What follows belongs to an exercise in optimizing a design on an open flow for small area, a short achievable clock period and few clock cycles per item; a production flow would make more cautious choices. The RTL was checked by simulation tests, not by an equivalence proof against the original design.

### design/flow/config.mk
export PLATFORM = sky130hd
export DESIGN_NAME = eased_frame_time_lookup_unit
export DESIGN_NICKNAME = eased_frame_time_lookup_unit
export VERILOG_FILES = /design/flow/design.v
export SDC_FILE = /design/flow/constraint.sdc
export NUM_CORES = 4
export LEC_CHECK = 0
export CAP_MARGIN = 20
export CORE_MARGIN = 2
export CORE_UTILIZATION = 40
export CTS_BUF_LIST = sky130_fd_sc_hd__clkbuf_8
export SETUP_SLACK_MARGIN = 5
export SLEW_MARGIN = 20
### design/flow/constraint.sdc
create_clock -name core_clock -period 10.0 [get_ports {clk}]
set_input_delay 2.0000 -clock core_clock [delete_from_list [all_inputs] [get_ports {clk}]]
set_output_delay 2.0000 -clock core_clock [all_outputs]
set_load 0.01 [all_outputs]
### design/flow/design.v
package eftl_pkg;
	localparam int MAX_FRAMES_DEF = 64;
	localparam int MODE_W   = 3;
	localparam int SLOT_W   = 6;
	localparam int DUR_W    = 16;
	localparam int TIME_W   = 19;
	localparam int IDX_W    = 6;
	localparam int TOTAL_W  = 22;
	localparam int STATUS_W = 2;
	localparam int CURVE_W  = 3;
	localparam int IN_W  = 48;
	localparam int OUT_W = 48;
	localparam logic [MODE_W-1:0] MODE_APPEND = 3'd0;
	localparam logic [MODE_W-1:0] MODE_SET    = 3'd1;
	localparam logic [MODE_W-1:0] MODE_CLEAR  = 3'd2;
	localparam logic [MODE_W-1:0] MODE_SETALL = 3'd3;
	localparam logic [MODE_W-1:0] MODE_QUERY  = 3'd4;
	localparam logic [MODE_W-1:0] MODE_READ   = 3'd5;
	localparam logic [CURVE_W-1:0] CURVE_EASE_IN  = 3'd1;
	localparam logic [CURVE_W-1:0] CURVE_EASE_OUT = 3'd2;
	localparam logic [CURVE_W-1:0] CURVE_SMOOTH   = 3'd3;
	localparam logic [STATUS_W-1:0] ST_OK    = 2'd0;
	localparam logic [STATUS_W-1:0] ST_RANGE = 2'd1;
	localparam logic [STATUS_W-1:0] ST_FULL  = 2'd2;
	localparam logic [STATUS_W-1:0] ST_EMPTY = 2'd3;
	localparam logic [DUR_W-1:0]   MIN_SET_MS = 16'd10;
	localparam logic [16:0]        Q16_ONE    = 17'h10000;
	localparam logic [17:0]        Q16_THREE  = 18'd196608;
	localparam logic [TOTAL_W-1:0] SUM_MAX    = 22'h3FFFFF;
endpackage
module eftl_mul #(
	parameter int W = 32
) (
	input  logic [16*W-1:0] rows,
	output logic [W-1:0]    s,
	output logic [W-1:0]    c
);
	function automatic logic [W-1:0] fs(input logic [W-1:0] x, input logic [W-1:0] y,
			input logic [W-1:0] z);
		fs = x ^ y ^ z;
	endfunction
	function automatic logic [W-1:0] fc(input logic [W-1:0] x, input logic [W-1:0] y,
			input logic [W-1:0] z);
		fc = ((x & y) | (x & z) | (y & z)) << 1;
	endfunction
	logic [W-1:0] r  [16];
	logic [W-1:0] l1 [11];
	logic [W-1:0] l2 [8];
	logic [W-1:0] l3 [6];
	logic [W-1:0] l4 [4];
	logic [W-1:0] l5 [3];
	always_comb begin
		for (int i = 0; i < 16; i++) begin
			r[i] = rows[i*W +: W];
		end
		for (int k = 0; k < 5; k++) begin
			l1[2*k] = fs(r[3*k], r[3*k+1], r[3*k+2]);
			l1[2*k+1] = fc(r[3*k], r[3*k+1], r[3*k+2]);
		end
		l1[10] = r[15];
		for (int k = 0; k < 3; k++) begin
			l2[2*k] = fs(l1[3*k], l1[3*k+1], l1[3*k+2]);
			l2[2*k+1] = fc(l1[3*k], l1[3*k+1], l1[3*k+2]);
		end
		l2[6] = l1[9];
		l2[7] = l1[10];
		for (int k = 0; k < 2; k++) begin
			l3[2*k] = fs(l2[3*k], l2[3*k+1], l2[3*k+2]);
			l3[2*k+1] = fc(l2[3*k], l2[3*k+1], l2[3*k+2]);
		end
		l3[4] = l2[6];
		l3[5] = l2[7];
		for (int k = 0; k < 2; k++) begin
			l4[2*k] = fs(l3[3*k], l3[3*k+1], l3[3*k+2]);
			l4[2*k+1] = fc(l3[3*k], l3[3*k+1], l3[3*k+2]);
		end
		l5[0] = fs(l4[0], l4[1], l4[2]);
		l5[1] = fc(l4[0], l4[1], l4[2]);
		l5[2] = l4[3];
		s = fs(l5[0], l5[1], l5[2]);
		c = fc(l5[0], l5[1], l5[2]);
	end
endmodule
module eftl_mul11 #(
	parameter int W = 32
) (
	input  logic [11*W-1:0] rows,
	output logic [W-1:0]    s,
	output logic [W-1:0]    c
);
	function automatic logic [W-1:0] fs(input logic [W-1:0] x, input logic [W-1:0] y,
			input logic [W-1:0] z);
		fs = x ^ y ^ z;
	endfunction
	function automatic logic [W-1:0] fc(input logic [W-1:0] x, input logic [W-1:0] y,
			input logic [W-1:0] z);
		fc = ((x & y) | (x & z) | (y & z)) << 1;
	endfunction
	logic [W-1:0] r  [11];
	logic [W-1:0] l1 [8];
	logic [W-1:0] l2 [6];
	logic [W-1:0] l3 [4];
	logic [W-1:0] l4 [3];
	always_comb begin
		for (int i = 0; i < 11; i++) begin
			r[i] = rows[i*W +: W];
		end
		for (int k = 0; k < 3; k++) begin
			l1[2*k]   = fs(r[3*k], r[3*k+1], r[3*k+2]);
			l1[2*k+1] = fc(r[3*k], r[3*k+1], r[3*k+2]);
		end
		l1[6] = r[9];
		l1[7] = r[10];
		for (int k = 0; k < 2; k++) begin
			l2[2*k]   = fs(l1[3*k], l1[3*k+1], l1[3*k+2]);
			l2[2*k+1] = fc(l1[3*k], l1[3*k+1], l1[3*k+2]);
		end
		l2[4] = l1[6];
		l2[5] = l1[7];
		for (int k = 0; k < 2; k++) begin
			l3[2*k]   = fs(l2[3*k], l2[3*k+1], l2[3*k+2]);
			l3[2*k+1] = fc(l2[3*k], l2[3*k+1], l2[3*k+2]);
		end
		l4[0] = fs(l3[0], l3[1], l3[2]);
		l4[1] = fc(l3[0], l3[1], l3[2]);
		l4[2] = l3[3];
		s = fs(l4[0], l4[1], l4[2]);
		c = fc(l4[0], l4[1], l4[2]);
	end
endmodule
module eftl_add #(
	parameter int W = 16
) (
	input  logic [W-1:0] a,
	input  logic [W-1:0] b,
	input  logic         ci,
	output logic [W-1:0] y,
	output logic         co
);
	localparam int L = $clog2(W);
	logic [W-1:0] p0;
	logic [W-1:0] g [L+1];
	logic [W-1:0] p [L+1];
	always_comb begin
		p0   = a ^ b;
		g[0] = a & b;
		p[0] = p0;
		g[0][0] = (a[0] & b[0]) | (p0[0] & ci);
		for (int l = 0; l < L; l++) begin
			for (int i = 0; i < W; i++) begin
				if (i >= (1 << l)) begin
					g[l+1][i] = g[l][i] | (p[l][i] & g[l][i - (1 << l)]);
					p[l+1][i] = p[l][i] & p[l][i - (1 << l)];
				end else begin
					g[l+1][i] = g[l][i];
					p[l+1][i] = p[l][i];
				end
			end
		end
		y[0] = p0[0] ^ ci;
		for (int i = 1; i < W; i++) begin
			y[i] = p0[i] ^ g[L][i-1];
		end
		co = g[L][W-1];
	end
endmodule
module eftl_ram #(
	parameter int DEPTH = 64,
	parameter int ADDR_W = 6,
	parameter int DATA_W = 16
) (
	input  logic              clk,
	input  logic              we,
	input  logic [ADDR_W-1:0] waddr,
	input  logic [DATA_W-1:0] wdata,
	input  logic              re,
	input  logic [ADDR_W-1:0] raddr,
	output logic [DATA_W-1:0] rdata
);
	logic [DATA_W-1:0] mem [DEPTH];
	always_ff @(posedge clk) begin
		if (we) begin
			mem[waddr] <= wdata;
		end
	end
	always_ff @(posedge clk) begin
		if (re) begin
			rdata <= mem[raddr];
		end
	end
endmodule
module eased_frame_time_lookup_unit #(
	parameter int MAX_FRAMES = eftl_pkg::MAX_FRAMES_DEF
) (
	input  logic                          clk,
	input  logic                          arst_n,
	input  logic                          cfg_we,
	input  logic [eftl_pkg::CURVE_W-1:0]  cfg_wdata,
	input  logic                          s_tvalid,
	output logic                          s_tready,
	input  logic [eftl_pkg::IN_W-1:0]     s_tdata,
	output logic                          m_tvalid,
	input  logic                          m_tready,
	output logic [eftl_pkg::OUT_W-1:0]    m_tdata
);
	localparam int RW = 46;    
	logic          out_v_q, skid_v_q;
	logic [RW-1:0] out_d_q, skid_d_q;
	logic          hold;
	logic          r_v;
	logic [RW-1:0] r_d;
	assign hold     = skid_v_q;
	assign s_tready = !skid_v_q;
	always_ff @(posedge clk or negedge arst_n) begin
		if (!arst_n) begin
			out_v_q  <= 1'b0;
			skid_v_q <= 1'b0;
		end else if (!hold) begin
			if (!out_v_q || m_tready) begin
				out_v_q <= r_v;
			end else if (r_v) begin
				skid_v_q <= 1'b1;
			end
		end else if (m_tready) begin
			skid_v_q <= 1'b0;
		end
	end
	always_ff @(posedge clk) begin
		if (!hold) begin
			skid_d_q <= r_d;
			if (!out_v_q || m_tready) begin
				out_d_q <= r_d;
			end
		end else if (m_tready) begin
			out_d_q <= skid_d_q;
		end
	end
	assign m_tvalid = out_v_q;
	assign m_tdata  = {2'b00, out_d_q};
	logic [2:0] curve_q;
	always_ff @(posedge clk or negedge arst_n) begin
		if (!arst_n) begin
			curve_q <= '0;
		end else if (cfg_we) begin
			curve_q <= cfg_wdata;
		end
	end
	logic        v0;
	logic [43:0] req0;
	logic [1:0]  crv0;    
	always_ff @(posedge clk or negedge arst_n) begin
		if (!arst_n) begin
			v0 <= 1'b0;
		end else if (!hold) begin
			v0 <= s_tvalid;
		end
	end
	always_ff @(posedge clk) begin
		if (!hold) begin
			req0 <= s_tdata[43:0];
			crv0 <= (curve_q[2]) ? 2'd0 : curve_q[1:0];
		end
	end
	logic [2:0]  mode0;
	logic [5:0]  slot0;
	logic [15:0] dur0;
	logic [18:0] time0;
	assign mode0 = req0[2:0];
	assign slot0 = req0[8:3];
	assign dur0  = req0[24:9];
	assign time0 = req0[43:25];
	logic [6:0]  count_q;
	logic        full0, empty0, slot_bad0;
	logic        app0, set0, clr0, sa0, qry0, rd0;
	logic [1:0]  st0;
	logic [16:0] t0, x0;
	logic [15:0] wd0;
	assign full0     = count_q[6];
	assign empty0    = (count_q == 7'd0);
	assign slot_bad0 = ({1'b0, slot0} >= count_q);
	assign app0 = v0 && mode0 == 3'd0 && !full0;
	assign set0 = v0 && mode0 == 3'd1 && !slot_bad0;
	assign clr0 = v0 && mode0 == 3'd2;
	assign sa0  = v0 && mode0 == 3'd3 && !empty0;
	assign qry0 = v0 && mode0 == 3'd4 && !empty0;
	assign rd0  = v0 && mode0 == 3'd5 && !slot_bad0;
	always_comb begin
		st0 = eftl_pkg::ST_OK;
		case (mode0)
			3'd0: if (full0) st0 = eftl_pkg::ST_FULL;
			3'd1: if (slot_bad0) st0 = eftl_pkg::ST_RANGE;
			3'd4: if (empty0) st0 = eftl_pkg::ST_EMPTY;
			3'd5: if (slot_bad0) st0 = eftl_pkg::ST_RANGE;
			default: ;
		endcase
	end
	always_comb begin
		if (time0[18]) begin
			t0 = '0;
		end else if (time0[17:0] > 18'h10000) begin
			t0 = 17'h10000;
		end else begin
			t0 = time0[16:0];
		end
	end
	assign x0  = (crv0 == 2'd2) ? (17'h10000 - t0) : t0;
	assign wd0 = (mode0 == 3'd3 && dur0 < 16'd10) ? 16'd10 : dur0;
	always_ff @(posedge clk or negedge arst_n) begin
		if (!arst_n) begin
			count_q <= '0;
		end else if (!hold) begin
			if (clr0) begin
				count_q <= '0;
			end else if (app0) begin
				count_q <= count_q + 7'd1;
			end
		end
	end
	logic        v1, v2, v3, v4, v5, v6, v7, v8, v9;
	logic        app1, app2, app3, app4, app5, app6, app7, app8;
	logic        set1, set2, set3, set4, set5, set6, set7, set8;
	logic        clr1, clr2, clr3, clr4, clr5;
	logic        sa1, sa2, sa3, sa4, sa5, sa6, sa7, sa8;
	logic        qry1, qry2, qry3, qry4, qry5, qry6, qry7, qry8, qry9;
	logic        rd1, rd2, rd3, rd4, rd5, rd6, rd7, rd8, rd9;
	logic [1:0]  st1, st2, st3, st4, st5, st6, st7, st8, st9;
	logic [5:0]  wa1, wa2, wa3, wa4, wa5, wa6, wa7, wa8;
	logic [6:0]  cnt1;
	logic [2:0]  lst2, lst3, lst4, lst5, lst6, lst7;    
	logic [1:0]  crv1, crv2;
	logic [16:0] a1, a2;       
	logic [15:0] h2;           
	logic [15:0] g2;           
	logic [15:0] ls2, lc2;     
	logic [16:0] b3;           
	logic [17:0] f3, f4;       
	logic        sm3, sm4;
	logic [33:0] ms4, mc4;     
	logic [16:0] a5;           
	logic [21:0] b5;           
	logic [37:0] ms6, mc6;     
	logic        cf6;
	logic [32:0] pw6;          
	logic [21:0] tot6, tot7, tot8, tot9;
	logic [32:0] u7;           
	logic [21:0] t8;           
	logic [21:0] bs8;          
	logic [7:0]  oh8, oh8b;    
	logic [2:0]  grp9;
	logic [15:0] e9a, e9b, e9c, e9d;   
	logic [16:0] p9a, p9b, p9c;        
	logic [18:0] r9;
	always_ff @(posedge clk or negedge arst_n) begin
		if (!arst_n) begin
			v1 <= 1'b0; v2 <= 1'b0; v3 <= 1'b0; v4 <= 1'b0; v5 <= 1'b0;
			v6 <= 1'b0; v7 <= 1'b0; v8 <= 1'b0; v9 <= 1'b0;
		end else if (!hold) begin
			v1 <= v0; v2 <= v1; v3 <= v2; v4 <= v3; v5 <= v4;
			v6 <= v5; v7 <= v6; v8 <= v7; v9 <= v8;
		end
	end
	logic [16*32-1:0] sq_rows;
	logic [11*32-1:0] sq_rows11;
	logic [31:0]      sq_s, sq_c;
	always_comb begin
		sq_rows = '0;
		for (int i = 0; i < 16; i++) begin
			sq_rows[i*32 + 2*i] = a1[i];
			for (int j = i + 1; j < 16; j++) begin
				sq_rows[i*32 + i + j + 1] = a1[i] & a1[j];
			end
		end
	end
	always_comb begin
		for (int i = 0; i < 5; i++) begin
			sq_rows11[i*32 +: 32] = sq_rows[i*32 +: 32] | sq_rows[(15-i)*32 +: 32];
		end
		for (int i = 5; i < 11; i++) begin
			sq_rows11[i*32 +: 32] = sq_rows[i*32 +: 32];
		end
	end
	eftl_mul11 #(.W(32)) u_sq (.rows(sq_rows11), .s(sq_s), .c(sq_c));
	logic [16:0] s2;
	logic [16:0] cp2;
	logic [17:0] f2;
	logic        sm2;
	logic [31:0] sq2;
	logic        sq2_co;
	eftl_add #(.W(32)) u_sqa (.a({h2, ls2}), .b({g2, lc2}), .ci(1'b0), .y(sq2), .co(sq2_co));
	assign s2   = a2[16] ? 17'h10000 : {1'b0, sq2[31:16]};
	assign f2   = 18'd196608 - {a2[16:0], 1'b0};
	assign sm2  = (crv2 == 2'd3) && !a2[16];
	always_comb begin
		case (crv2)
			2'd1:    cp2 = s2;
			2'd2:    cp2 = 17'h10000 - s2;
			2'd3:    cp2 = 17'h10000;    
			default: cp2 = a2;
		endcase
	end
	logic [16*34-1:0] sm_rows;
	logic [33:0]      sm_s, sm_c;
	always_comb begin
		for (int i = 0; i < 16; i++) begin
			sm_rows[i*34 +: 34] = b3[i] ? (34'(f3) << i) : 34'd0;
		end
	end
	eftl_mul #(.W(34)) u_sm (.rows(sm_rows), .s(sm_s), .c(sm_c));
	logic [15:0] tab [MAX_FRAMES];
	logic [33:0] sum4;
	logic [16:0] c4;
	logic [15:0] old3, old4;
	logic [7:0]  rlo3, rhi3;   
	logic [4:0]  fw3;          
	logic [15:0] og3 [8];
	logic [16:0] dl4;
	logic [15:0] wd5, wd6, wd7, wd8;
	assign sum4 = ms4 + mc4;
	assign c4   = sm4 ? sum4[32:16] : f4[16:0];
	assign wd5 = a5[15:0];
	assign wd6 = pw6[15:0];
	assign wd7 = u7[15:0];
	assign wd8 = t8[15:0];
	always_comb begin
		old3 = '0;
		for (int j = 0; j < 8; j++) begin
			og3[j] = '0;
			for (int k = 0; k < 8; k++) begin
				og3[j] = og3[j] | (rlo3[k] ? tab[8*j + k] : 16'd0);
			end
			old3 = old3 | (rhi3[j] ? og3[j] : 16'd0);
		end
		if (fw3[4]) old3 = wd8;
		if (fw3[3]) old3 = wd7;
		if (fw3[2]) old3 = wd6;
		if (fw3[1]) old3 = wd5;
		if (fw3[0]) old3 = f4[15:0];
	end
	logic [21:0]      total_q;
	logic [21:0]      totn_q;     
	logic [21:0]      totc5;
	assign totc5 = ~totn_q;
	logic [16*38-1:0] mt_rows;
	logic [37:0]      mt_s, mt_c;
	logic [21:0]      tn5;
	logic [16:0]      dl5;
	always_comb begin
		for (int i = 0; i < 16; i++) begin
			mt_rows[i*38 +: 38] = a5[i] ? (38'((i < 8) ? total_q : totc5) << i) : 38'd0;
		end
	end
	eftl_mul #(.W(38)) u_mt (.rows(mt_rows), .s(mt_s), .c(mt_c));
	assign dl5 = b5[16:0];
	assign dl4 = set4 ? ({1'b0, f4[15:0]} - {1'b0, old4}) : {1'b0, f4[15:0]};
	always_comb begin
		tn5 = total_q;
		if (clr5)      tn5 = '0;
		else if (sa5)  tn5 = b5;
		else if (app5 || set5) tn5 = total_q + b5;
	end
	always_ff @(posedge clk or negedge arst_n) begin
		if (!arst_n) begin
			total_q <= '0;
			totn_q  <= '1;
		end else if (!hold && v5) begin
			total_q <= tn5;
			totn_q  <= ~tn5;
		end
	end
	logic [37:0] tx6;
	logic [21:0] tg6;
	assign tx6 = ms6 + mc6 + 38'hFFFF;
	assign tg6 = cf6 ? tot6 : tx6[37:16];
	logic [21:0] gp [8];
	logic [16:0] dl7;
	logic [7:0]  lt7;
	logic [7:0]  oh7;
	logic [2:0]  grp7;
	logic [21:0] base7;
	logic [21:0] d8, d24, d40, d56;
	assign dl7 = u7[32:16];
	always_comb begin
		for (int j = 0; j < 8; j++) begin
			lt7[j] = (gp[j] < u7[21:0]) && (3'(j) < lst7);
		end
		oh7[0] = !lt7[0];
		for (int j = 1; j < 8; j++) begin
			oh7[j] = lt7[j-1] && !lt7[j];
		end
		grp7 = 3'd0;
		for (int j = 0; j < 8; j++) begin
			if (lt7[j]) grp7 = 3'(j + 1);
		end
		base7 = '0;
		for (int j = 1; j < 8; j++) begin
			base7 = base7 | (oh7[j] ? gp[j-1] : 22'd0);
		end
	end
	assign d8  = {3'd0, wd7, 3'd0};
	assign d24 = d8 + {d8[20:0], 1'b0};
	assign d40 = d8 + {d8[19:0], 2'b0};
	assign d56 = {d8[18:0], 3'b0} - d8;
	always_ff @(posedge clk) begin
		if (!hold && v7) begin
			for (int j = 0; j < 8; j++) begin
				if (app7 && wa7[5:3] == 3'(j)) begin
					gp[j] <= tot7;
				end else if (set7 && wa7[5:3] <= 3'(j)) begin
					gp[j] <= gp[j] + {{5{dl7[16]}}, dl7};
				end else if (sa7) begin
					if (3'(j) < lst7) begin
						case (j)
							0: gp[j] <= d8;
							1: gp[j] <= {d8[20:0], 1'b0};
							2: gp[j] <= d24;
							3: gp[j] <= {d8[19:0], 2'b0};
							4: gp[j] <= d40;
							5: gp[j] <= {d24[20:0], 1'b0};
							6: gp[j] <= d56;
							default: gp[j] <= {d8[18:0], 3'b0};
						endcase
					end else begin
						gp[j] <= tot7;
					end
				end
			end
		end
	end
	logic [15:0] ge8 [8];
	always_comb begin
		for (int k = 0; k < 8; k++) begin
			ge8[k] = '0;
			for (int j = 0; j < 8; j++) begin
				ge8[k] = ge8[k] | (((k < 4) ? oh8[j] : oh8b[j]) ? tab[8*j + k] : 16'd0);
			end
		end
	end
	logic [16:0] pa8, pb8, pc8;
	eftl_add #(.W(16)) u_pa (.a(ge8[0]), .b(ge8[1]), .ci(1'b0), .y(pa8[15:0]), .co(pa8[16]));
	eftl_add #(.W(16)) u_pb (.a(ge8[2]), .b(ge8[3]), .ci(1'b0), .y(pb8[15:0]), .co(pb8[16]));
	eftl_add #(.W(16)) u_pc (.a(ge8[4]), .b(ge8[5]), .ci(1'b0), .y(pc8[15:0]), .co(pc8[16]));
	always_ff @(posedge clk) begin
		if (!hold && v8) begin
			for (int i = 0; i < MAX_FRAMES; i++) begin
				if (sa8 || ((app8 || set8) && wa8 == 6'(i))) begin
					tab[i] <= wd8;
				end
			end
		end
	end
	logic [20:0] nr9;
	logic [41:0] sk9 [7];
	logic [20:0] sy9 [7];
	logic        sc9 [7];
	logic [6:0]  lt9;
	logic [2:0]  k9;
	logic [5:0]  idx9;
	logic [15:0] rdd9;
	function automatic logic [41:0] sum5(input logic [20:0] a, input logic [20:0] b,
			input logic [20:0] c, input logic [20:0] d, input logic [20:0] e);
		logic [20:0] u1, w1, u2, w2, u3, w3;
		u1 = a ^ b ^ c;
		w1 = ((a & b) | (a & c) | (b & c)) << 1;
		u2 = u1 ^ w1 ^ d;
		w2 = ((u1 & w1) | (u1 & d) | (w1 & d)) << 1;
		u3 = u2 ^ w2 ^ e;
		w3 = ((u2 & w2) | (u2 & e) | (w2 & e)) << 1;
		sum5 = {w3, u3};
	endfunction
	assign nr9 = {2'b11, ~r9};
	always_comb begin
		sk9[0] = sum5(21'(e9a), 21'd0,     21'd0,     21'd0,     nr9);
		sk9[1] = sum5(21'(p9a), 21'd0,     21'd0,     21'd0,     nr9);
		sk9[2] = sum5(21'(p9a), 21'(e9b),  21'd0,     21'd0,     nr9);
		sk9[3] = sum5(21'(p9a), 21'(p9b),  21'd0,     21'd0,     nr9);
		sk9[4] = sum5(21'(p9a), 21'(p9b),  21'(e9c),  21'd0,     nr9);
		sk9[5] = sum5(21'(p9a), 21'(p9b),  21'(p9c),  21'd0,     nr9);
		sk9[6] = sum5(21'(p9a), 21'(p9b),  21'(p9c),  21'(e9d),  nr9);
		for (int k = 0; k < 7; k++) begin
			lt9[k] = sy9[k][20];
		end
		k9 = 3'd0;
		for (int k = 0; k < 7; k++) begin
			if (lt9[k]) k9 = 3'(k + 1);
		end
	end
	for (genvar k = 0; k < 7; k++) begin : g_cmp9
		eftl_add #(.W(21)) u_cmp (.a(sk9[k][20:0]), .b(sk9[k][41:21]), .ci(1'b1), .y(sy9[k]), .co(sc9[k]));
	end
	assign idx9 = qry9 ? {grp9, k9} : 6'd0;
	assign rdd9 = rd9 ? e9a : 16'd0;
	assign r_v = v9;
	assign r_d = {st9, tot9, rdd9, idx9};
	always_ff @(posedge clk) begin
		if (!hold) begin
			app1 <= app0; set1 <= set0; clr1 <= clr0; sa1 <= sa0; qry1 <= qry0; rd1 <= rd0;
			st1 <= st0; wa1 <= app0 ? count_q[5:0] : slot0; cnt1 <= count_q;
			crv1 <= crv0; a1 <= qry0 ? x0 : {1'b0, wd0};
			app2 <= app1; set2 <= set1; clr2 <= clr1; sa2 <= sa1; qry2 <= qry1; rd2 <= rd1;
			st2 <= st1; wa2 <= wa1; lst2 <= 3'((cnt1 - 7'd1) >> 3);
			crv2 <= crv1; a2 <= a1;
			h2 <= qry1 ? sq_s[31:16] : {9'd0, cnt1}; g2 <= sq_c[31:16]; ls2 <= sq_s[15:0]; lc2 <= sq_c[15:0];
			app3 <= app2; set3 <= set2; clr3 <= clr2; sa3 <= sa2; qry3 <= qry2; rd3 <= rd2;
			st3 <= st2; wa3 <= wa2; lst3 <= lst2;
			for (int j = 0; j < 8; j++) begin
				rlo3[j] <= (wa2[2:0] == 3'(j));
				rhi3[j] <= (wa2[5:3] == 3'(j));
			end
			fw3[0] <= v3 && ((set3 || app3) && wa3 == wa2 || sa3);
			fw3[1] <= v4 && ((set4 || app4) && wa4 == wa2 || sa4);
			fw3[2] <= v5 && ((set5 || app5) && wa5 == wa2 || sa5);
			fw3[3] <= v6 && ((set6 || app6) && wa6 == wa2 || sa6);
			fw3[4] <= v7 && ((set7 || app7) && wa7 == wa2 || sa7);
			b3 <= qry2 ? s2 : {1'b0, h2};
			f3 <= !qry2 ? {2'b0, a2[15:0]} : (sm2 ? f2 : {1'b0, cp2}); sm3 <= sm2;
			app4 <= app3; set4 <= set3; clr4 <= clr3; sa4 <= sa3; qry4 <= qry3; rd4 <= rd3;
			st4 <= st3; wa4 <= wa3; lst4 <= lst3;
			f4 <= f3; sm4 <= sm3; old4 <= old3;
			ms4 <= sm_s; mc4 <= sm_c;
			app5 <= app4; set5 <= set4; clr5 <= clr4; sa5 <= sa4; qry5 <= qry4; rd5 <= rd4;
			st5 <= st4; wa5 <= wa4; lst5 <= lst4;
			a5 <= qry4 ? c4 : {1'b0, f4[15:0]};
			b5 <= sa4 ? sum4[21:0] : {{5{dl4[16]}}, dl4};
			app6 <= app5; set6 <= set5; sa6 <= sa5; qry6 <= qry5; rd6 <= rd5;
			st6 <= st5; wa6 <= wa5; lst6 <= lst5;
			tot6 <= tn5; cf6 <= a5[16];
			ms6 <= mt_s; mc6 <= mt_c; pw6 <= {dl5, wd5};
			app7 <= app6; set7 <= set6; sa7 <= sa6; qry7 <= qry6; rd7 <= rd6;
			st7 <= st6; wa7 <= wa6; lst7 <= lst6;
			tot7 <= tot6;
			u7 <= qry6 ? {11'd0, tg6} : pw6;
			app8 <= app7; set8 <= set7; sa8 <= sa7; qry8 <= qry7; rd8 <= rd7;
			st8 <= st7; wa8 <= qry7 ? {grp7, 3'd0} : wa7;
			tot8 <= tot7;
			t8 <= qry7 ? u7[21:0] : {6'd0, wd7}; bs8 <= base7;
			for (int j = 0; j < 8; j++) begin
				oh8[j]  <= qry7 ? oh7[j] : (wa7[5:3] == 3'(j));
				oh8b[j] <= qry7 ? oh7[j] : (wa7[5:3] == 3'(j));
			end
			qry9 <= qry8; rd9 <= rd8; st9 <= st8; tot9 <= tot8;
			grp9 <= wa8[5:3]; r9 <= 19'(t8 - bs8);
			e9a <= rd8 ? ge8[wa8[2:0]] : ge8[0];
			e9b <= ge8[2];
			e9c <= ge8[4];
			e9d <= ge8[6];
			p9a <= pa8;
			p9b <= pb8;
			p9c <= pc8;
		end
	end
endmodule
### design/flow/run.sh
#!/bin/bash
# synth_recipe.tcl (not shown) runs the flow's synth.tcl, then flattens the netlist and writes it again
# the make line also repeats each setting of config.mk as NAME=value (left out here)
make -C /OpenROAD-flow-scripts/flow DESIGN_CONFIG=/design/flow/config.mk WORK_HOME=/design/flow/orfs CLKGATE_MAP_FILE= SYNTH_SCRIPT=/design/flow/synth_recipe.tcl finish
==> results of run 1 <==
[worst paths after layout]
kind | start | endpoint | slack, ps | cells past startpoint
max | u7[10]$_DFFE_PN_ | bs8[15]$_DFFE_PN_ | 4960 | 11
min | crv0[0]$_SDFFCE_PP0N_ | crv1[0]$_DFFE_PN_ | 390 | 0
max reg2reg | u7[10]$_DFFE_PN_ | bs8[15]$_DFFE_PN_ | 4960 | 11
min reg2reg | crv0[0]$_SDFFCE_PP0N_ | crv1[0]$_DFFE_PN_ | 390 | 0
max in group asynchronous | arst_n | skid_v_q$_DFF_PN0_ | 7980 | 2
min in group asynchronous | arst_n | curve_q[1]$_DFFE_PN0P_ | 760 | 1
[cells by family (layout without fill, tap and decap cells)]
family                     after synthesis  count (layout)  share of synthesized area, %
buffers and inverters                 1525            2044                          4.21
adders and majority gates             1727            1727                          19.9
AOI/OAI and AO/OA                     2824            2824                          14.2
xor gates and xnor gates               367             367                          2.36
muxes                                  155             155                          1.26
and+or+nand+nor                       2644            2644                          9.88
DFF                                   2200            2200                          48.2
other                                    1              24                       0.00275
[cell usage in the layout, fill, tap and decap left out, types with 137 or more instances in the layout]
master and count:
xnor2_1 230, xor2_1 137, a22oi_1 1107, ha_1 995, nand2b_1 157, buf_4 249, inv_1 1040, nor2b_1 191
a21o_1 172, o21ai_0 349, nand4_1 297, edfxtp_1 2134, a21oi_1 514, and2_1 420, nor2_1 465, fa_1 732
clkbuf_8 394, nand2_1 625
[per-stage QoR]
stage	cell area [µm²]	std cells	hold slack, ps	setup slack [ps]
6_report	151000	16500	387	4960
5_1_grt	151000	16500	412	5000
4_1_cts	151000	16500	383	4970
3_5_place_dp	143000	15800	405	4860
3_3_place_gp	143000	15800	402	4770
2_1_floorplan	136000	11400	400	4800
[final cells by class]
cell class / count / share of cell area (%)
diodes: 22 / 0.0364
well taps: 4536 / 3.75
clock inverters: 305 / 1.50
multi-input cells: 7719 / 43.1
repair buffers: 367 / 2.11
inverters: 978 / 2.44
clock buffers: 394 / 3.58
flip-flops and latches: 2200 / 43.4
[critical path, delay by kind of cell (launching register included)]
| kind | cells | cell delay, ps |
|---|---|---|
| buffers and inverters | 2 | 680 |
| AOI/OAI and AO/OA | 3 | 1420 |
| adders and majority gates | 1 | 270 |
| and+or+nand+nor | 5 | 1800 |
| DFF | 1 | 480 |
[metal layers]
metal	up-vias	wire, µm
met5	-	140
met2	6407	216000
li1	42900	-
met4	18	27700
met1	50700	192000
met3	1342	60700
[state kept, by name, summed over array words and instances, names as in the netlist, 22 cells and up]
| register | flops |
|---|---|
| b5 | 22 |
| gp | 154 |
| mc4 | 26 |
| mc6 | 31 |
| ms4 | 33 |
| ms6 | 37 |
| out_d_q | 46 |
| pw6 | 33 |
| req0 | 44 |
| skid_d_q | 46 |
| tab | 1024 |
| tot6 | 22 |
| tot7 | 22 |
| tot8 | 22 |
| tot9 | 22 |
| total_q | 22 |
| totn_q | 22 |
| u7 | 33 |
[timing repair]
action	4_1_cts	5_1_grt
buffers inserted	1	7
endpoints found under the setup margin	11	14
pin swaps	0	3
hold endpoints to repair	0	0
resized for setup	3	11
==> results by group, run 1 <==
Outcome
  • Status: complete, no violations

Cells and area
  • Final Core Density: between 40 and 50%
  • Layout cells sized above 1: between 8 and 9%
  • Register area: about 66000 µm²
  • Total Nets Final: about 13000
  • Area delta synth->final: 11.0%
  • Multi-input logic area: 65300 µm²
  • Fillers: about 31000

Timing
  • Period utilisation layout: 50.4%
  • Final hold violations: 0
  • Minimum clock period: between 5000 and 6000 ps
  • Fin Clk Skew: approximately 170 ps
  • Setup TNS: 0 ps
  • Slew headroom: between 10% and 20%
  • Setup violators final: 0
  • Worst-margin pin slew: 1340 ps
  • RSZ-0062 raised after global routing: no
  • Slew Limit Fails: 0
  • Max Fclk: ~200 MHz

Worst setup path
  • Critical Path AT: around 5800 ps
  • Worst EP required: around 11000 ps
  • CP max FO: 20
  • Crit. End Element: flip-flop
  • CP cell instances: buf_4 > inv_1 > ha_1 > a22oi_1 > nand2_1 > nor2_1 > nor4_1 > a41oi_1 > and2_1 > a222oi_1 > nand3_1
  • Kind of critical path: flip-flop to flip-flop
  • Max incr delay on CP: 870 ps
  • Worst Setup Start Kind: flip-flop
  • Slowest-stage cell, CP: a222oi_1

Synthesis
  • Warnings, synthesis: 42
  • Post-synth top area share: a little under half
  • Post-synth cell types: 91
  • Commonest cells post-synth: edfxtp_1, a22oi_1, ha_1, inv_1, fa_1
  • Most frequent cell after synthesis: edfxtp_1
  • Seq/Total Area, Yosys: 48.2%
  • Top_reg_cell synth: edfxtp_1
  • Top cell type by total area after synthesis: edfxtp_1
  • Gate Count Post-Synth: ~11000
  • EDFF count, synth: between 2000 and 2500
  • Ys async rst share: approximately 3%
  • Synth Register Bits: 2200
  • Cell Area, Synth: roughly 140000 µm²
  • Cells taking the most area after synthesis: edfxtp_1, fa_1, ha_1, a22oi_1, inv_1
  • Syn Area/Cell: about 12 µm²

Global routing
  • Initial antenna violation count: 26
  • Met3 track utilization from global routing: 8.31%
  • Grt met1 use: 37.0%
  • Gr ovfl total: 0
  • Largest net degree at the start of global routing: about 160
  • Gr busiest metal: met2
  • Total GRT Usage: ~28%
  • Vias in the first global route: roughly 100k
  • First-pass GRT wire length: approximately 710000 µm
  • Met2 GRT Util: between 40% and 50%

Clock network
  • Hold_buf cts: 0
  • Worst skew pair latency: about 1200 ps
  • CTS tree: yes
  • H-tree level count: 5
  • CTS Buffer Depth: 4
  • TritonCTS Buffers: between 300 and 400
  • Clock transition at the registers of the reported paths: about 60 ps
  • Root buffer cell: clkbuf_8
  • CTS sink count: 2200

Routing
  • Routed vias/inst: slightly above 6
  • Final wirelength: 497000 µm
  • Antenna viol nets, final: 0
  • Post-route DRC: 0
  • Pre-antenna DRT Iters: 9
  • Initial DRC Count: roughly 15000
  • Drt wl/cell: ~30 µm
  • Total number of vias: 101000

Floorplanning
  • I/O Pins: 106
  • Rows: about 210
  • Die width: 588 µm
  • Initial core utilization: 40.2%
  • Die footprint: approximately 350000 µm²
  • Core footprint: about 340000 µm²
  • Chip height: a little under 600 µm

Place
  • Gpl congestion: 0.978
  • Detailed Place HPWL: 347000 µm
  • IO buf count: approximately 100

Job
  • Max Cap Violations: 0

Min path
  • Hold WC Path Type: flip-flop to flip-flop
Testbench counts, summed over its fixed seeds: cycles 6,128, items 5,826.
==> inputs of run 2 (changes only) <==
--- a/design/flow/design.v
+++ b/design/flow/design.v
@@ -204,5 +204,5 @@
 	output logic [eftl_pkg::OUT_W-1:0]    m_tdata
 );
-	localparam int RW = 46;    
+	localparam int RW = 50;    
 	logic          out_v_q, skid_v_q;
 	logic [RW-1:0] out_d_q, skid_d_q;
@@ -237,5 +237,10 @@
 	end
 	assign m_tvalid = out_v_q;
-	assign m_tdata  = {2'b00, out_d_q};
+	logic [6:0] olt;
+	logic [2:0] ok;
+	assign olt = out_d_q[6:0];
+	assign ok  = {olt[3], (olt[1] & !olt[3]) | olt[5],
+		(olt[0] & !olt[1]) | (olt[2] & !olt[3]) | (olt[4] & !olt[5]) | olt[6]};
+	assign m_tdata  = {2'b00, out_d_q[49:10], out_d_q[9:7], ok};
 	logic [2:0] curve_q;
 	always_ff @(posedge clk or negedge arst_n) begin
@@ -343,8 +348,9 @@
 	logic [32:0] pw6;          
 	logic [21:0] tot6, tot7, tot8, tot9;
-	logic [32:0] u7;           
+	logic [21:0] u7;           
+	logic [32:0] pw7;          
 	logic [21:0] t8;           
-	logic [21:0] bs8;          
-	logic [7:0]  oh8, oh8b;    
+	logic [7:0]  oh8, oh8n;    
+	logic [7:0]  ohb8;         
 	logic [2:0]  grp9;
 	logic [15:0] e9a, e9b, e9c, e9d;   
@@ -410,8 +416,8 @@
 	logic [33:0] sum4;
 	logic [16:0] c4;
-	logic [15:0] old3, old4;
-	logic [7:0]  rlo3, rhi3;   
+	logic [15:0] old2, old3, old3f, old4;
+	logic [7:0]  rlo2, rhi2;   
 	logic [4:0]  fw3;          
-	logic [15:0] og3 [8];
+	logic [15:0] og2 [8];
 	logic [16:0] dl4;
 	logic [15:0] wd5, wd6, wd7, wd8;
@@ -420,20 +426,22 @@
 	assign wd5 = a5[15:0];
 	assign wd6 = pw6[15:0];
-	assign wd7 = u7[15:0];
+	assign wd7 = pw7[15:0];
 	assign wd8 = t8[15:0];
 	always_comb begin
-		old3 = '0;
+		old2 = '0;
 		for (int j = 0; j < 8; j++) begin
-			og3[j] = '0;
+			og2[j] = '0;
 			for (int k = 0; k < 8; k++) begin
-				og3[j] = og3[j] | (rlo3[k] ? tab[8*j + k] : 16'd0);
+				og2[j] = og2[j] | (rlo2[k] ? tab[8*j + k] : 16'd0);
 			end
-			old3 = old3 | (rhi3[j] ? og3[j] : 16'd0);
+			old2 = old2 | (rhi2[j] ? og2[j] : 16'd0);
 		end
-		if (fw3[4]) old3 = wd8;
-		if (fw3[3]) old3 = wd7;
-		if (fw3[2]) old3 = wd6;
-		if (fw3[1]) old3 = wd5;
-		if (fw3[0]) old3 = f4[15:0];
+		if (v8 && ((set8 || app8) && wa8 == wa2 || sa8)) old2 = wd8;
+		old3f = old3;
+		if (fw3[4]) old3f = wd8;
+		if (fw3[3]) old3f = wd7;
+		if (fw3[2]) old3f = wd6;
+		if (fw3[1]) old3f = wd5;
+		if (fw3[0]) old3f = f4[15:0];
 	end
 	logic [21:0]      total_q;
@@ -477,10 +485,9 @@
 	logic [7:0]  oh7;
 	logic [2:0]  grp7;
-	logic [21:0] base7;
 	logic [21:0] d8, d24, d40, d56;
-	assign dl7 = u7[32:16];
+	assign dl7 = pw7[32:16];
 	always_comb begin
 		for (int j = 0; j < 8; j++) begin
-			lt7[j] = (gp[j] < u7[21:0]) && (3'(j) < lst7);
+			lt7[j] = (gp[j] < u7) && (3'(j) < lst7);
 		end
 		oh7[0] = !lt7[0];
@@ -492,8 +499,4 @@
 			if (lt7[j]) grp7 = 3'(j + 1);
 		end
-		base7 = '0;
-		for (int j = 1; j < 8; j++) begin
-			base7 = base7 | (oh7[j] ? gp[j-1] : 22'd0);
-		end
 	end
 	assign d8  = {3'd0, wd7, 3'd0};
@@ -532,12 +535,26 @@
 			ge8[k] = '0;
 			for (int j = 0; j < 8; j++) begin
-				ge8[k] = ge8[k] | (((k < 4) ? oh8[j] : oh8b[j]) ? tab[8*j + k] : 16'd0);
+				ge8[k] = ge8[k] | (((k < 4) ? oh8[j] : !oh8n[j]) ? tab[8*j + k] : 16'd0);
 			end
 		end
 	end
+	logic [21:0] bs8;
+	always_comb begin
+		bs8 = '0;
+		for (int j = 1; j < 8; j++) begin
+			bs8 = bs8 | (ohb8[j] ? gp[j-1] : 22'd0);
+		end
+	end
 	logic [16:0] pa8, pb8, pc8;
-	eftl_add #(.W(16)) u_pa (.a(ge8[0]), .b(ge8[1]), .ci(1'b0), .y(pa8[15:0]), .co(pa8[16]));
-	eftl_add #(.W(16)) u_pb (.a(ge8[2]), .b(ge8[3]), .ci(1'b0), .y(pb8[15:0]), .co(pb8[16]));
-	eftl_add #(.W(16)) u_pc (.a(ge8[4]), .b(ge8[5]), .ci(1'b0), .y(pc8[15:0]), .co(pc8[16]));
+	function automatic logic [16:0] csel16(input logic [15:0] a, input logic [15:0] b);
+		logic [8:0] lo, h0, h1;
+		lo = {1'b0, a[7:0]} + {1'b0, b[7:0]};
+		h0 = {1'b0, a[15:8]} + {1'b0, b[15:8]};
+		h1 = {1'b0, a[15:8]} + {1'b0, b[15:8]} + 9'd1;
+		csel16 = lo[8] ? {h1, lo[7:0]} : {h0, lo[7:0]};
+	endfunction
+	assign pa8 = csel16(ge8[0], ge8[1]);
+	assign pb8 = csel16(ge8[2], ge8[3]);
+	assign pc8 = csel16(ge8[4], ge8[5]);
 	always_ff @(posedge clk) begin
 		if (!hold && v8) begin
@@ -554,42 +571,28 @@
 	logic        sc9 [7];
 	logic [6:0]  lt9;
-	logic [2:0]  k9;
-	logic [5:0]  idx9;
 	logic [15:0] rdd9;
-	function automatic logic [41:0] sum5(input logic [20:0] a, input logic [20:0] b,
-			input logic [20:0] c, input logic [20:0] d, input logic [20:0] e);
-		logic [20:0] u1, w1, u2, w2, u3, w3;
-		u1 = a ^ b ^ c;
-		w1 = ((a & b) | (a & c) | (b & c)) << 1;
-		u2 = u1 ^ w1 ^ d;
-		w2 = ((u1 & w1) | (u1 & d) | (w1 & d)) << 1;
-		u3 = u2 ^ w2 ^ e;
-		w3 = ((u2 & w2) | (u2 & e) | (w2 & e)) << 1;
-		sum5 = {w3, u3};
+	function automatic logic [41:0] csa3(input logic [20:0] a, input logic [20:0] b,
+			input logic [20:0] c);
+		csa3 = {((a & b) | (a & c) | (b & c)) << 1, a ^ b ^ c};
 	endfunction
 	assign nr9 = {2'b11, ~r9};
 	always_comb begin
-		sk9[0] = sum5(21'(e9a), 21'd0,     21'd0,     21'd0,     nr9);
-		sk9[1] = sum5(21'(p9a), 21'd0,     21'd0,     21'd0,     nr9);
-		sk9[2] = sum5(21'(p9a), 21'(e9b),  21'd0,     21'd0,     nr9);
-		sk9[3] = sum5(21'(p9a), 21'(p9b),  21'd0,     21'd0,     nr9);
-		sk9[4] = sum5(21'(p9a), 21'(p9b),  21'(e9c),  21'd0,     nr9);
-		sk9[5] = sum5(21'(p9a), 21'(p9b),  21'(p9c),  21'd0,     nr9);
-		sk9[6] = sum5(21'(p9a), 21'(p9b),  21'(p9c),  21'(e9d),  nr9);
+		sk9[0] = {nr9, 21'(e9a)};
+		sk9[1] = {nr9, 21'(p9a)};
+		sk9[2] = csa3(21'(p9a), 21'(e9b), nr9);
+		sk9[3] = csa3(21'(p9a), 21'(p9b), nr9);
+		sk9[4] = csa3(sk9[3][20:0], sk9[3][41:21], 21'(e9c));
+		sk9[5] = csa3(sk9[3][20:0], sk9[3][41:21], 21'(p9c));
+		sk9[6] = csa3(sk9[5][20:0], sk9[5][41:21], 21'(e9d));
 		for (int k = 0; k < 7; k++) begin
 			lt9[k] = sy9[k][20];
 		end
-		k9 = 3'd0;
-		for (int k = 0; k < 7; k++) begin
-			if (lt9[k]) k9 = 3'(k + 1);
-		end
 	end
 	for (genvar k = 0; k < 7; k++) begin : g_cmp9
 		eftl_add #(.W(21)) u_cmp (.a(sk9[k][20:0]), .b(sk9[k][41:21]), .ci(1'b1), .y(sy9[k]), .co(sc9[k]));
 	end
-	assign idx9 = qry9 ? {grp9, k9} : 6'd0;
 	assign rdd9 = rd9 ? e9a : 16'd0;
 	assign r_v = v9;
-	assign r_d = {st9, tot9, rdd9, idx9};
+	assign r_d = {st9, tot9, rdd9, qry9 ? grp9 : 3'd0, qry9 ? lt9 : 7'd0};
 	always_ff @(posedge clk) begin
 		if (!hold) begin
@@ -598,13 +601,14 @@
 			crv1 <= crv0; a1 <= qry0 ? x0 : {1'b0, wd0};
 			app2 <= app1; set2 <= set1; clr2 <= clr1; sa2 <= sa1; qry2 <= qry1; rd2 <= rd1;
-			st2 <= st1; wa2 <= wa1; lst2 <= 3'((cnt1 - 7'd1) >> 3);
+			st2 <= st1; wa2 <= wa1;
+			for (int j = 0; j < 8; j++) begin
+				rlo2[j] <= (wa1[2:0] == 3'(j));
+				rhi2[j] <= (wa1[5:3] == 3'(j));
+			end lst2 <= 3'((cnt1 - 7'd1) >> 3);
 			crv2 <= crv1; a2 <= a1;
 			h2 <= qry1 ? sq_s[31:16] : {9'd0, cnt1}; g2 <= sq_c[31:16]; ls2 <= sq_s[15:0]; lc2 <= sq_c[15:0];
 			app3 <= app2; set3 <= set2; clr3 <= clr2; sa3 <= sa2; qry3 <= qry2; rd3 <= rd2;
 			st3 <= st2; wa3 <= wa2; lst3 <= lst2;
-			for (int j = 0; j < 8; j++) begin
-				rlo3[j] <= (wa2[2:0] == 3'(j));
-				rhi3[j] <= (wa2[5:3] == 3'(j));
-			end
+			old3 <= old2;
 			fw3[0] <= v3 && ((set3 || app3) && wa3 == wa2 || sa3);
 			fw3[1] <= v4 && ((set4 || app4) && wa4 == wa2 || sa4);
@@ -616,5 +620,5 @@
 			app4 <= app3; set4 <= set3; clr4 <= clr3; sa4 <= sa3; qry4 <= qry3; rd4 <= rd3;
 			st4 <= st3; wa4 <= wa3; lst4 <= lst3;
-			f4 <= f3; sm4 <= sm3; old4 <= old3;
+			f4 <= f3; sm4 <= sm3; old4 <= old3f;
 			ms4 <= sm_s; mc4 <= sm_c;
 			app5 <= app4; set5 <= set4; clr5 <= clr4; sa5 <= sa4; qry5 <= qry4; rd5 <= rd4;
@@ -629,12 +633,13 @@
 			st7 <= st6; wa7 <= wa6; lst7 <= lst6;
 			tot7 <= tot6;
-			u7 <= qry6 ? {11'd0, tg6} : pw6;
+			u7 <= tg6; pw7 <= pw6;
 			app8 <= app7; set8 <= set7; sa8 <= sa7; qry8 <= qry7; rd8 <= rd7;
 			st8 <= st7; wa8 <= qry7 ? {grp7, 3'd0} : wa7;
 			tot8 <= tot7;
-			t8 <= qry7 ? u7[21:0] : {6'd0, wd7}; bs8 <= base7;
+			t8 <= qry7 ? u7 : {6'd0, wd7};
 			for (int j = 0; j < 8; j++) begin
 				oh8[j]  <= qry7 ? oh7[j] : (wa7[5:3] == 3'(j));
-				oh8b[j] <= qry7 ? oh7[j] : (wa7[5:3] == 3'(j));
+				oh8n[j] <= !(qry7 ? oh7[j] : (wa7[5:3] == 3'(j)));
+				ohb8[j] <= qry7 && oh7[j];
 			end
 			qry9 <= qry8; rd9 <= rd8; st9 <= st8; tot9 <= tot8;
--- a/design/flow/config.mk
+++ b/design/flow/config.mk
@@ -8,5 +8,5 @@
 export CAP_MARGIN = 20
 export CORE_MARGIN = 2
-export CORE_UTILIZATION = 40
+export CORE_UTILIZATION = 50
 export CTS_BUF_LIST = sky130_fd_sc_hd__clkbuf_8
 export SETUP_SLACK_MARGIN = 5
==> results by group, run 2 <==
Worst setup path
  • Crit path max-delay family: compound AO/OA/AOI/OAI gates
  • Max incr delay on CP: ~700 ps
  • Kind of critical path: flip-flop to flip-flop
  • Number of buffers and inverters on the critical path: 2
  • Worst EP required: 10790 ps
  • CP max FO: 34
  • Critical Path AT: 5710 ps
  • CP cell instances: buf_4 > buf_4 > a22oi_1 > nand4_1 > ha_1 > a21o_1 > a21oi_1 > o21bai_1 > a21oi_1 > o21bai_1 > a21o_1 > nand4_1 > nor2_1 > nand2_1 > nor2_1 > xnor2_1
  • Worst Setup Start Kind: flip-flop
  • Crit. End Element: flip-flop
  • Slowest-stage cell, CP: buf_4

Timing
  • Setup violators final: 0
  • Slew headroom: between 10% and 20%
  • Hold slack: just under 400 ps
  • Slew Limit Fails: 0
  • RSZ-0062 raised after global routing: no
  • Final hold violations: 0
  • Minimum clock period: 4930 ps
  • Worst-margin pin slew: about 1300 ps
  • Period utilisation layout: between 40% and 50%
  • Fin Clk Skew: between 100 and 150 ps
  • Setup TNS: 0 ps
  • Max Fclk: between 200 and 250 MHz

Global routing
  • Total GRT Usage: between 30% and 40%
  • Largest net degree at the start of global routing: between 150 and 200
  • Vias in the first global route: 100000
  • Gr ovfl total: 0
  • First-pass GRT wire length: around 700000 µm
  • Initial antenna violation count: 27

Floorplanning
  • Rows: 190
  • Die footprint: about 270000 µm²
  • Initial core utilization: between 50% and 60%
  • Chip height: 524 µm
  • I/O Pins: between 100 and 150
  • Die width: between 500 and 600 µm
  • Core footprint: ~270000 µm²

Routing
  • Antenna viol nets, final: 0
  • Total number of vias: 102000
  • Pre-antenna DRT Iters: 10
  • Final wirelength: approximately 480000 µm
  • Post-route DRC: 0
  • Routed vias/inst: ~6.6
  • Initial DRC Count: 16800
  • Drt wl/cell: between 30 and 40 µm

Clock network
  • CTS Buffer Depth: 4
  • H-tree level count: 5
  • Clock transition at the registers of the reported paths: approximately 70 ps
  • Root buffer cell: clkbuf_8
  • CTS sink count: roughly 2200
  • Worst skew pair latency: between 1000 and 1500 ps
  • CTS tree: yes
  • TritonCTS Buffers: 385
  • Hold_buf cts: 0

Synthesis
  • EDFF count, synth: approximately 2200
  • Ys async rst share: under 10%
  • Largest family of logic cells by synthesized area: adder cells
  • Synth Area in Compound Gates: ~15%
  • Post-synth cell types: 97
  • Cell Area, Synth: between 100000 and 150000 µm²
  • Warnings, synthesis: 39
  • Cells taking the most area after synthesis: edfxtp_1, fa_1, ha_1, a22oi_1, inv_1
  • Commonest cells post-synth: edfxtp_1, a22oi_1, inv_1, ha_1, fa_1
  • Adder-cell area share of the yosys netlist: 18.1%
  • Syn Area/Cell: between 10 and 15 µm²
  • Gate Count Post-Synth: between 10000 and 15000
  • Most frequent cell after synthesis: edfxtp_1
  • Simple-gate share of the synthesized area: approximately 10%
  • Synth Register Bits: 2242
  • Top cell type by total area after synthesis: edfxtp_1
  • Post-synth top area share: just under 50%
  • XOR/XNOR Fraction of Synth Area: approximately 2.5%
  • Post-synthesis mux area share: 1.18%
  • Top_reg_cell synth: edfxtp_1
  • Seq/Total Area, Yosys: between 40% and 50%

Cells and area
  • Commonest cells after routing, fill and taps aside: edfxtp_1, a22oi_1, inv_1
  • Most common cell after layout, fill and taps aside: edfxtp_1
  • Total Nets Final: ~13000
  • Largest register FFs: 1024
  • Layout cells sized above 1: about 8.6%
  • Largest registers: tab x1024, gp x154
  • Area delta synth->final: 9.91%
  • Largest Register: tab

Job
  • Max Cap Violations: 0

Place
  • IO buf count: around 100
  • Detailed Place HPWL: roughly 330000 µm
  • Gpl congestion: between 1 and 1.5

Outcome
  • Status: complete, no violations

Min path
  • Hold WC Path Type: flip-flop to flip-flop
run 2: kinds of logic after synthesis:
| logic type | after synthesis |
|---|---|
| other cells | 1 |
| xor+xnor | 393 |
| buf+inv | 1445 |
| simple gates | 2664 |
| compound gates | 2871 |
| mux | 142 |
| flops | 2242 |
| fa+ha+maj | 1544 |
run 2: through the flow:
step	cell area (µm²)	setup WS (ps)	utilization [%]	cells
floorplan	135000	4650	-	11300
global placement	141000	5230	52.4	14600
detailed placement	141000	5070	52.5	14600
CTS	149000	5030	55.3	15400
global route	149000	5090	55.3	15400
finish	149000	5070	55.3	15400
run 2: layout make-up:
type                       instances  area [µm²]
clock inverter                   319        2260
antenna                            8        20.0
sequential                      2242       67000
multi-input combinational       7616       63100
timing repair buffer             344        3050
clock buffer                     391        5380
inverter                         899        3390
fill                           22500      120000
tap                             3552        4440
run 2: final timing paths:
path,from,endpoint,slack [ps],cells past startpoint
max in group asynchronous,arst_n,skid_v_q$_DFF_PN0_,7760,2
min reg2reg,wa3[1]$_DFFE_PN_,wa4[1]$_DFFE_PN_,390,0
min in group asynchronous,arst_n,curve_q[2]$_DFFE_PN0P_,970,1
min,wa3[1]$_DFFE_PN_,wa4[1]$_DFFE_PN_,390,0
max,oh8[3]$_DFFE_PN_,p9b[16]$_DFFE_PN_,5070,16
max reg2reg,oh8[3]$_DFFE_PN_,p9b[16]$_DFFE_PN_,5070,16
run 2: routing by layer:
| metal | GRT usage (%) | vias up | part of all wire (%) |
|---|---|---|---|
| li1 | - | 42400 | - |
| met1 | 45.3 | 50500 | 37 |
| met2 | 50.8 | 7158 | 42 |
| met3 | 12.4 | 1573 | 14 |
| met4 | 17.5 | 47 | 5.9 |
| met5 | 0 | - | 0.088 |
run 2: repair_timing:
item	4_1_cts	5_1_grt
gates resized for setup	0	3
setup buffers	0	5
hold endpoints to repair	0	0
setup endpoints to repair	0	5
Testbench counts of run 2, summed over its fixed seeds: cycles 6,128, items 5,826.
==> inputs of run 3 (changes only) <==
==> design/flow/flow/run.sh (new file) <==
#!/bin/bash
set -euo pipefail
bash standard.sh SETUP_SLACK_MARGIN=6 finish > standard_flow.log 2>&1
==> design/flow/standard.sh (new file) <==
#!/bin/bash
# synth_recipe.tcl (not shown) runs the flow's synth.tcl, then flattens the netlist and writes it again
# the make line also repeats each setting of config.mk as NAME=value (left out here)
make -C /OpenROAD-flow-scripts/flow DESIGN_CONFIG=/design/flow/config.mk WORK_HOME=/design/flow/orfs CLKGATE_MAP_FILE= SYNTH_SCRIPT=/design/flow/synth_recipe.tcl "${@:-finish}"
--- a/design/flow/config.mk
+++ b/design/flow/config.mk
@@ -10,4 +10,3 @@
 export CORE_UTILIZATION = 50
 export CTS_BUF_LIST = sky130_fd_sc_hd__clkbuf_8
-export SETUP_SLACK_MARGIN = 5
 export SLEW_MARGIN = 20
removed: design/flow/run.sh
==> results by group, run 3 <==
Global routing
  • Grt met1 use: roughly half
  • Largest net degree at the start of global routing: ~140
  • Initial antenna violation count: 45
  • Met3 track utilization from global routing: between 10% and 20%
  • First-pass GRT wire length: 733000 µm
  • Total GRT Usage: a little under two fifths
  • Vias in the first global route: 101000
  • Met2 GRT Util: between 50 and 60%
  • Gr ovfl total: 0
  • Gr busiest metal: met2

Cells and area
  • Most common cell after layout, fill and taps aside: edfxtp_1
  • Area delta synth->final: 13.7%
  • Largest Register: tab
  • Largest register FFs: between 1000 and 1500
  • Post-Layout Cell Count: about 16000
  • Largest registers: tab x1024, gp x154
  • Commonest cells after routing, fill and taps aside: edfxtp_1, a22oi_1, inv_1
  • Layout cells sized above 1: around 14%
  • Total Nets Final: ~13000

Worst setup path
  • Number of buffers and inverters on the critical path: 4
  • CP startpoint: a5[13]$_DFFE_PN_
  • Reg2Reg Capture Point: ms6[16]$_DFFE_PN_
  • Cells on worst reg2reg path: 11
  • Crit. End Element: flip-flop
  • CP max FO: 7
  • Crit path max-delay family: adder cells
  • CP Capture Point: ms6[16]$_DFFE_PN_
  • Max incr delay on CP: ~560 ps
  • Kind of critical path: flip-flop to flip-flop
  • CP cell instances: buf_6 > buf_16 > nor2b_4 > fa_1 > inv_2 > fa_2 > fa_2 > fa_2 > fa_1 > inv_1 > fa_1
  • Flop-to-flop setup slack: about 5800 ps
  • Critical R2R Launch: a5[13]$_DFFE_PN_
  • Slowest-stage cell, CP: fa_2
  • Critical Path AT: around 5100 ps
  • Worst EP required: approximately 11000 ps
  • Worst Setup Start Kind: flip-flop
  • Critical Path Stages: 11

Routing
  • Antenna viol nets, final: 0
  • Post-route DRC: 0
  • Drt wl/cell: approximately 34 µm
  • Initial DRC Count: 15100
  • Total number of vias: approximately 100k
  • Routed vias/inst: ~6.6
  • Final wirelength: about 530000 µm
  • Pre-antenna DRT Iters: 10

Floorplanning
  • Die width: ~520 µm
  • Die footprint: approximately 270000 µm²
  • I/O Pins: roughly 110
  • Core footprint: 269000 µm²
  • Rows: between 150 and 200
  • Initial core utilization: between 50% and 60%
  • Chip height: approximately 520 µm

Clock network
  • Hold_buf cts: 0
  • Clock transition at the registers of the reported paths: approximately 60 ps
  • CTS sink count: 2242
  • CTS tree: yes
  • Root buffer cell: clkbuf_8
  • H-tree level count: 5
  • TritonCTS Buffers: approximately 390
  • CTS Buffer Depth: 4
  • Worst skew pair latency: about 1200 ps

Synthesis
  • Warnings, synthesis: 39
  • Post-synth cell types: slightly below 100
  • Cell Area, Synth: roughly 140000 µm²
  • Ys async rst share: just under 3%
  • Post-synth top area share: roughly half
  • Gate Count Post-Synth: between 10000 and 15000
  • Cells taking the most area after synthesis: edfxtp_1, fa_1, ha_1, a22oi_1, inv_1
  • Simple-gate share of the synthesized area: around a tenth
  • Top cell type by total area after synthesis: edfxtp_1
  • XOR/XNOR Fraction of Synth Area: between 2 and 3%
  • Synth Area in Compound Gates: about 15%
  • Synth Register Bits: between 2000 and 2500
  • Syn Area/Cell: ~12 µm²
  • Seq/Total Area, Yosys: 49.5%
  • Top_reg_cell synth: edfxtp_1
  • Adder-cell area share of the yosys netlist: around 18%
  • Commonest cells post-synth: edfxtp_1, a22oi_1, inv_1, ha_1, fa_1
  • Most frequent cell after synthesis: edfxtp_1
  • Post-synthesis mux area share: roughly 1.2%
  • EDFF count, synth: 2176
  • Largest family of logic cells by synthesized area: adder cells

Timing
  • Hold slack: between 300 and 400 ps
  • Post-route worst setup slack: between 5000 and 6000 ps
  • Final hold violations: 0
  • Worst-margin pin slew: approximately 1300 ps
  • Minimum clock period: about 4200 ps
  • RSZ-0062 raised after global routing: yes
  • Slew headroom: 15.4%
  • Fin Clk Skew: 117 ps
  • Period utilisation layout: 42.3%
  • Setup violators final: 0
  • Slew Limit Fails: 0
  • Max Fclk: ~240 MHz
  • Setup TNS: 0 ps

Job
  • Max Cap Violations: 0

Place
  • Detailed Place HPWL: roughly 350000 µm
  • Gpl congestion: around 0.99
  • Placed cell count: 14700
  • IO buf count: 99
  • Post-place setup slack: 5140 ps

Outcome
  • Status: complete, no violations

Min path
  • Worst hold stages: 0
  • Hold WC Path Type: flip-flop to flip-flop
==> run 3: changes by cell type in the layout (fill, tap and decap cells not counted), moves of 39 or more <==
cell,change
and2_1,-39
and2_4,+39
buf_12,+56
buf_4,+224
buf_6,+53
clkdlybuf4s50_1,-43
fa_1,-90
fa_2,+90
==> run 3: repair_timing <==
item | CTS | global route
gates cloned | 11 | 12
buffers inserted | 232 | 108
gates resized for setup | 278 | 240
setup endpoints to repair | 316 | 230
hold endpoints to repair | 0 | 0
pin swaps | 123 | 173
==> run 3: through the flow <==
| step | cell area, µm² | utilization, % |
|---|---|---|
| final | 154000 | 57.3 |
| after global routing | 154000 | 57.2 |
| after CTS | 152000 | 56.5 |
| after detailed placement | 141000 | 52.5 |
| after global placement | 141000 | 52.5 |
| after floorplan | 135000 | - |
==> run 3: cells by family after synthesis <==
kind of cell / after synthesis
compound gates: 2871
fa+ha+maj: 1544
flops: 2242
buf+inv: 1445
mux: 142
simple gates: 2664
other cells: 1
xor+xnor: 393
==> run 3: routing by layer <==
| metal | wire, µm | vias to the layer above | part of all wire (%) |
|---|---|---|---|
| li1 | - | 43200 | - |
| met1 | 203000 | 52300 | 38 |
| met2 | 226000 | 7018 | 43 |
| met3 | 70300 | 1564 | 13 |
| met4 | 29500 | 32 | 5.6 |
| met5 | 848 | - | 0.16 |
==> run 3: how the worst min path moves through the flow <==
stage                               from                end  slack, ps
global route           pw6[21]$_DFFE_PN_  pw7[21]$_DFFE_PN_        400
finish                 pw6[21]$_DFFE_PN_  pw7[21]$_DFFE_PN_        390
CTS                    pw6[31]$_DFFE_PN_  pw7[31]$_DFFE_PN_        380
detailed placement     pw6[21]$_DFFE_PN_  pw7[21]$_DFFE_PN_        400
floorplan           a1[16]$_SDFFCE_PN0N_   a2[16]$_DFFE_PN_        400
global placement       tot8[7]$_DFFE_PN_  tot9[7]$_DFFE_PN_        400
==> run 3: layout make-up <==
cell class,count,area (µm²)
fill,22400,115000
sequential,2242,67000
multi-input combinational,7617,64300
timing repair buffer,710,7150
clock buffer,415,5710
tap,3552,4440
inverter,899,3460
clock inverter,284,1640
timing repair inverter,5,71.3
antenna,21,52.6

port drivers added, routing unchanged:
No port has a modelled driver above. Below, the same layouts with a new extraction and two added sets of constraints. Step 1 assumes that a clkbuf_16 drives the clock port and a buf_2 every other input. Step 2 moves the port delays by t, midway between the first and last clock arrival at a register: inputs arrive t later, outputs are due t later. That takes back most of the time a late clock gives input paths. Slacks: ideal ports / drivers / drivers and shift; pairs: ideal ports / drivers.
run | t, ns | slack for setup (ns) | hold slack, ns | slew at the worst register clock pin (ns)
run 1 | 1.224 | 4.963 / 4.963 / 4.963 | 0.387 / 0.387 / 0.387 | 0.07 / 0.07
run 2 | 1.161 | 5.073 / 5.073 / 5.073 | 0.392 / 0.392 / 0.392 | 0.08 / 0.08
run 3 | 1.188 | 5.775 / 5.775 / 5.775 | 0.393 / 0.393 / 0.393 | 0.07 / 0.07
After both steps every run listed still meets setup and hold.
